Context: an optimization exercise on an open-source flow, tuned for small area and a short achievable clock period. The choices shown serve that exercise and are no tape-out recipe. The RTL was checked by simulation tests, not by an equivalence proof against the original design. Power figures rest on the tool's default switching activity, not on a simulated workload.

## job 2792
==> flow/design.v <==
package arena_pkg;
    typedef logic [10-1:0] coord_t;
    typedef logic [15:0] score_t;
    typedef enum logic [1:0] {
        ST_START = 2'd0,
        ST_PLAY  = 2'd1,
        ST_DEAD  = 2'd2
    } game_state_t;
endpackage
module arena_top
(
    input  logic                    Clk,
    input  logic                    rst_n,
    input  logic                    wb_cyc,
    input  logic                    wb_stb,
    input  logic                    wb_we,
    input  logic [3-1:0] wb_adr,
    input  logic [31:0]             wb_dat_w,
    output logic [31:0]             wb_dat_r,
    output logic                    wb_ack,
    input  arena_pkg::coord_t                  pix_x,
    input  arena_pkg::coord_t                  pix_y,
    input  logic                    pix_valid,
    input  logic                    frame_tick
);
    localparam int CW = 10;
    localparam int NS = 4;
    function automatic logic lt11(input logic [CW:0] a, input logic [CW:0] b);
        logic [15:0] g;
        logic [15:0] l;
        g = '0;
        l = '0;
        g[CW:0] = ~a & b;
        l[CW:0] = a & ~b;
        for (int s = 1; s < 16; s = s * 2) begin
            for (int i = 0; i + s < 16; i = i + 2 * s) begin
                g[i] = g[i+s] | (~l[i+s] & g[i]);
                l[i] = l[i+s] | (~g[i+s] & l[i]);
            end
        end
        lt11 = g[0];
    endfunction
    function automatic logic in_span(input logic [CW-1:0] p, input logic [CW-1:0] lo,
                                     input logic [CW:0] hi);
        in_span = !lt11({1'b0, p}, {1'b0, lo}) && lt11({1'b0, p}, hi);
    endfunction
    function automatic logic [CW-1:0] inc10(input logic [CW-1:0] c);
        logic [CW-1:0] m;    
        for (int i = 0; i < CW; i++) begin
            m = {CW{1'b1}} >> (CW - i);
            inc10[i] = c[i] ^ (&(c | ~m));
        end
    endfunction
    function automatic logic [CW-1:0] dec10(input logic [CW-1:0] c);
        logic [CW-1:0] m;    
        for (int i = 0; i < CW; i++) begin
            m = {CW{1'b1}} >> (CW - i);
            dec10[i] = c[i] ^ ~(|(c & m));
        end
    endfunction
    logic          start_cmd;
    logic          play_q;           
    logic          dead_r;           
    logic          dead_q;           
    logic          restart;
    logic [CW-1:0] player_x, player_y;
    logic [CW-1:0] bullet_x, bullet_y;
    logic          bullet_en;
    logic [1:0]    spawn_idx;
    logic [15:0]   score_base;       
    logic [NS-1:0] kill_q;           
    logic [NS-1:0] alive_q;          
    logic [NS-1:0][CW-1:0] mon_x;
    logic [NS-1:0][CW-1:0] mon_y;
    logic [NS-1:0][3:0]    mv;       
    logic          play, dead;
    logic [NS-1:0] alive;
    logic [15:0]   score;
    assign play  = play_q && !dead_q;
    assign dead  = dead_r || dead_q;
    assign alive = alive_q & ~kill_q;
    logic [2:0]  kill_cnt;
    logic [3:0]  score_lo;
    assign kill_cnt = 3'(kill_q[0]) + 3'(kill_q[1]) + 3'(kill_q[2]) + 3'(kill_q[3]);
    assign score_lo = {1'b0, score_base[2:0]} + {1'b0, kill_cnt};
    always_comb begin
        logic [12:0] m;      
        score[2:0] = score_lo[2:0];
        for (int i = 3; i < 16; i++) begin
            m = {13{1'b1}} >> (16 - i);
            score[i] = score_base[i] ^ (score_lo[3] & (&(score_base[15:3] | ~m)));
        end
    end
    logic req, wr;
    assign req = wb_cyc && wb_stb && !wb_ack;
    assign wr  = req && wb_we;
    logic [1:0]    rsel;
    logic [NS-1:0][CW-1:0] slot_rx, slot_ry;
    logic [CW-1:0] rd_x, rd_y;
    assign rsel = wb_adr[1:0];
    assign rd_x = slot_rx[rsel];
    assign rd_y = slot_ry[rsel];
    logic [31:0] rd_data;
    always_comb begin
        rd_data = '0;
        case (wb_adr)
            3'd1: begin
                rd_data[CW-1:0]  = player_x;
                rd_data[16 +: CW] = player_y;
            end
            3'd2: begin
                rd_data[CW-1:0]  = bullet_x;
                rd_data[16 +: CW] = bullet_y;
                rd_data[31]      = bullet_en;
            end
            3'd3: begin
                rd_data[1:0]   = {dead, play};
                rd_data[31:16] = score;
            end
            3'd4, 3'd5, 3'd6, 3'd7: begin
                rd_data[CW-1:0]  = rd_x;
                rd_data[16 +: CW] = rd_y;
                rd_data[31]      = alive[rsel];
            end
            default: ;
        endcase
    end
    always_ff @(posedge Clk) begin
        wb_dat_r <= rd_data;
    end
    always_ff @(posedge Clk) begin
        if (!rst_n) begin
            wb_ack    <= 1'b0;
            start_cmd <= 1'b0;
            player_x  <= '0;
            player_y  <= '0;
            bullet_x  <= '0;
            bullet_y  <= '0;
            bullet_en <= 1'b0;
        end else begin
            wb_ack    <= req;
            start_cmd <= wr && (wb_adr == 3'd0) && wb_dat_w[0];
            if (wr && wb_adr == 3'd1) begin
                player_x <= wb_dat_w[CW-1:0];
                player_y <= wb_dat_w[16 +: CW];
            end
            if (wr && wb_adr == 3'd2) begin
                bullet_x  <= wb_dat_w[CW-1:0];
                bullet_y  <= wb_dat_w[16 +: CW];
                bullet_en <= wb_dat_w[31];
            end
        end
    end
    logic [NS-1:0] mon_hit;
    logic [NS-1:0] kill;
    logic          bullet_hit, player_hit, player_dead;
    always_comb begin
        for (int i = 0; i < NS; i++) begin
            mon_hit[i] = pix_valid && alive[i] &&
                         in_span(pix_x, mon_x[i], {1'b0, mon_x[i]} + (CW+1)'(22)) &&
                         in_span(pix_y, mon_y[i], {1'b0, mon_y[i]} + (CW+1)'(22));
        end
    end
    assign bullet_hit = pix_valid && bullet_en &&
        in_span(pix_x, bullet_x, {1'b0, bullet_x} + (CW+1)'(4)) &&
        in_span(pix_y, bullet_y, {1'b0, bullet_y} + (CW+1)'(4));
    assign player_hit = pix_valid &&
        in_span(pix_x, player_x, {1'b0, player_x} + (CW+1)'(25)) &&
        in_span(pix_y, player_y, {1'b0, player_y} + (CW+1)'(30));
    assign kill        = (play && bullet_hit) ? mon_hit : '0;
    assign player_dead = play && player_hit && (|mon_hit);
    always_ff @(posedge Clk) begin
        if (!rst_n) begin
            play_q  <= 1'b0;
            dead_r  <= 1'b0;
            dead_q  <= 1'b0;
            restart <= 1'b0;
        end else begin
            restart <= start_cmd && !play;
            dead_q  <= player_dead;
            if (play) begin
                play_q <= 1'b1;
                dead_r <= 1'b0;
            end else if (start_cmd) begin
                play_q <= 1'b1;
                dead_r <= 1'b0;
            end else begin
                play_q <= 1'b0;
                dead_r <= dead;
            end
        end
    end
    always_ff @(posedge Clk) begin
        if (!rst_n || restart) begin
            score_base <= '0;
            kill_q     <= '0;
        end else begin
            score_base <= score;
            kill_q     <= kill;
        end
    end
    logic [NS-1:0] spawn_load;
    logic [CW-1:0] spawn_x, spawn_y;
    assign spawn_load = (frame_tick && play && !restart) ? (~alive & (alive + 1'b1)) : '0;
    always_comb begin
        case (spawn_idx)
            2'd0: begin spawn_x = CW'(12); spawn_y = CW'(240); end
            2'd1: begin spawn_x = CW'(240); spawn_y = CW'(12); end
            2'd2: begin spawn_x = CW'(468); spawn_y = CW'(240); end
            default: begin spawn_x = CW'(240); spawn_y = CW'(468); end
        endcase
    end
    always_ff @(posedge Clk) begin
        if (!rst_n || restart) begin
            spawn_idx <= 2'd0;
        end else if (|spawn_load) begin
            spawn_idx <= spawn_idx + 2'd1;
        end
    end
    for (genvar i = 0; i < NS; i++) begin : g_slot
        logic x_lt, x_gt, y_lt, y_gt, step;
        assign x_lt = lt11({1'b0, mon_x[i]}, {1'b0, player_x});
        assign x_gt = lt11({1'b0, player_x}, {1'b0, mon_x[i]});
        assign y_lt = lt11({1'b0, mon_y[i]}, {1'b0, player_y});
        assign y_gt = lt11({1'b0, player_y}, {1'b0, mon_y[i]});
        assign step = frame_tick && alive[i] && !restart;
        logic [CW-1:0] x_inc, x_dec, y_inc, y_dec;
        logic [3:0]    back;
        assign x_inc = inc10(mon_x[i]);
        assign x_dec = dec10(mon_x[i]);
        assign y_inc = inc10(mon_y[i]);
        assign y_dec = dec10(mon_y[i]);
        assign back  = alive[i] ? 4'b0 : mv[i];
        always_comb begin
            slot_rx[i] = mon_x[i];
            slot_ry[i] = mon_y[i];
            if (back[3]) slot_rx[i] = x_dec;
            if (back[2]) slot_rx[i] = x_inc;
            if (back[1]) slot_ry[i] = y_dec;
            if (back[0]) slot_ry[i] = y_inc;
        end
        always_ff @(posedge Clk) begin
            if (!rst_n) begin
                alive_q[i] <= 1'b0;
                mon_x[i]   <= '0;
                mon_y[i]   <= '0;
                mv[i]      <= '0;
            end else begin
                alive_q[i] <= !restart && (alive[i] || spawn_load[i]);
                if (alive[i] || spawn_load[i]) begin
                    mv[i] <= step ? {x_lt, x_gt, y_lt, y_gt} : 4'b0;
                end
                if (spawn_load[i]) begin
                    mon_x[i] <= spawn_x;
                    mon_y[i] <= spawn_y;
                end else if (step) begin
                    if (x_lt) mon_x[i] <= x_inc;
                    else if (x_gt) mon_x[i] <= x_dec;
                    if (y_lt) mon_y[i] <= y_inc;
                    else if (y_gt) mon_y[i] <= y_dec;
                end
            end
        end
    end
endmodule
clock: 5.8 ns
lec_check: 0
abc_area: 1
cap_margin: 20
core_margin: 2
core_utilization: 40
setup_slack_margin: 3.2
slew_margin: 20
tns_end_percent: 0
run.sh (not shown) runs the stock make flow with config.mk's settings and CLKGATE_MAP_FILE= SYNTH_SCRIPT=/design/flow/synth_recipe.tcl, a recipe that flattens the netlist after the stock synthesis.
Job 2792: all stages complete, timing, DRC and antenna checks passed
[inputs] job 7335 vs job 2792
Settings: SETUP_SLACK_MARGIN: 3.2 -> 3.8.
==> flow/flow/run.sh (new file) <==
#!/bin/bash
# The standard layout with these changes:
#  - synthesis maps with the ABC script in flow/abc_area.script (selected by
#    ABC_AREA=1); the rest of the ORFS scripts are unchanged copies
#  - the port buffers are plain buf cells, which the timing repair can resize
#  - timing repair may resize cells to other footprints
set -euo pipefail
rm -rf scripts_copy
cp -r "$FLOW_HOME/scripts" scripts_copy
cp flow/abc_area.script scripts_copy/abc_area.script
bash standard.sh "SCRIPTS_DIR=$PWD/scripts_copy" \
    "BUFFER_PORTS_ARGS=-buffer_cell sky130_fd_sc_hd__buf_4" \
    MATCH_CELL_FOOTPRINT=0 finish > standard_flow.log 2>&1
==> flow/flow/abc_area.script (new file) <==
strash
dc2
balance
dch -f
map -B 0.9
topo
stime -c
buffer -c
upsize -c
dnsize -c
==> flow/standard.sh (new file) <==
#!/bin/bash
# synth_recipe.tcl (not shown) runs the flow's synth.tcl, then flattens the netlist and writes it again
# the make line also repeats each setting of config.mk as NAME=value (left out here)
make -C /OpenROAD-flow-scripts/flow DESIGN_CONFIG=/design/flow/config.mk WORK_HOME=/design/flow/orfs CLKGATE_MAP_FILE= SYNTH_SCRIPT=/design/flow/synth_recipe.tcl "${@:-finish}"
removed: flow/run.sh
==> results.txt <==
Every run (job 2792 and job 7335) finished clean. Maximum clock path buffer count: job 7335 vs job 2792 identical. Between job 2792 and job 7335, post-layout net count is lower for job 7335, job 2792 comes in above that. Number of standard cells in the final layout excluding fillers on job 7335 is down relative to job 2792. Against job 2792, job 7335 reports a part of the total power dissipated in sequential elements that is higher. Job 7335 vs. job 2792: number of distinct library cells after synthesis shows an increase of about 12%, area overhead of the layout relative to synthesis shows a reduction of 4.1 points, well-tap cell count shows a reduction of 8.6%. For total power, dividing the value from job 2792 by the value from job 7335 gives 1.07.
The inputs of job 1030 differ from those of job 7335 as listed below.
Settings: swapping 3.8 for 3.5 in SETUP_SLACK_MARGIN.
## What came out
The flow did not stop early for job 1030: all stages ran, and the layout cleared the timing, design-rule and antenna checks. On via count of the first global-routing pass, job 1030 and job 7335 are neck and neck. From job 7335 to job 1030, global-route usage did not move at all. Summary of job 1030 over job 7335: setup skew after layout closely matched the old numbers; total number of placement rows closely matched the old numbers; sequential share of layout area closely matched the old numbers. As far as worst hold path cell count goes, job 7335 and job 1030 are indistinguishable; the numbers are identical. As far as post-synthesis to final-layout area growth goes, job 1030 and job 7335 are indistinguishable; the numbers are identical. Job 1030 -> job 7335: cell area delta 0, exact match.
diff inputs: job 1030 => job 4451
==> flow/flow/run.sh <==
#!/bin/bash
# The standard layout with two changes:
#  - synthesis maps with the ABC script in flow/abc_area.script (selected by
#    ABC_AREA=1); the rest of the ORFS scripts are unchanged copies
#  - the port buffers are plain buf cells, which the timing repair can resize
set -euo pipefail
rm -rf scripts_copy
cp -r "$FLOW_HOME/scripts" scripts_copy
cp flow/abc_area.script scripts_copy/abc_area.script
export SCRIPTS_DIR="$PWD/scripts_copy"
export BUFFER_PORTS_ARGS="-buffer_cell sky130_fd_sc_hd__buf_4"
bash standard.sh > standard_flow.log 2>&1
### Flow results
Job 4451 | stages: all done | timing, DRC, antenna: all pass. The via count of job 1030 and that of job 4451 are within noise of each other. In job 4451 the worst hold slack turned out 0.0036 ns lower than in job 1030. Delta (job 4451 minus job 1030): wire length was more or less identical; portion of the layout cell area used by non-clock buffers was more or less identical; area growth from synthesis to final layout was more or less identical.

-- separate check: timing with driven ports --
Ports are ideal in the flow. The routed layouts listed here were re-timed in OpenROAD. Step 1: set_driving_cell puts a clkbuf_16 on Clk and a buf_2 on each other input, an assumption about the parent block. Step 2 moves the port delays by t, midway between the first and last clock arrival at a register: inputs arrive t later, outputs are due t later. That takes back most of the time a late clock gives input paths. a / b / c = ideal / step 1 / step 2; a / b = the first two.
| run | t, ns | setup WS [ns] | slew at the worst register clock pin (ns) |
|---|---|---|---|
| job 2792 | 0.536 | 2.984 / 3.007 / 2.472 | 0.09 / 0.09 |
| job 7335 | 0.552 | 2.942 / 2.952 / 2.422 | 0.09 / 0.09 |
| job 1030 | 0.552 | 2.942 / 2.952 / 2.422 | 0.09 / 0.09 |
| job 4451 | 0.550 | 2.945 / 2.958 / 2.427 | 0.09 / 0.09 |
After both steps setup and hold are still met in every run listed.
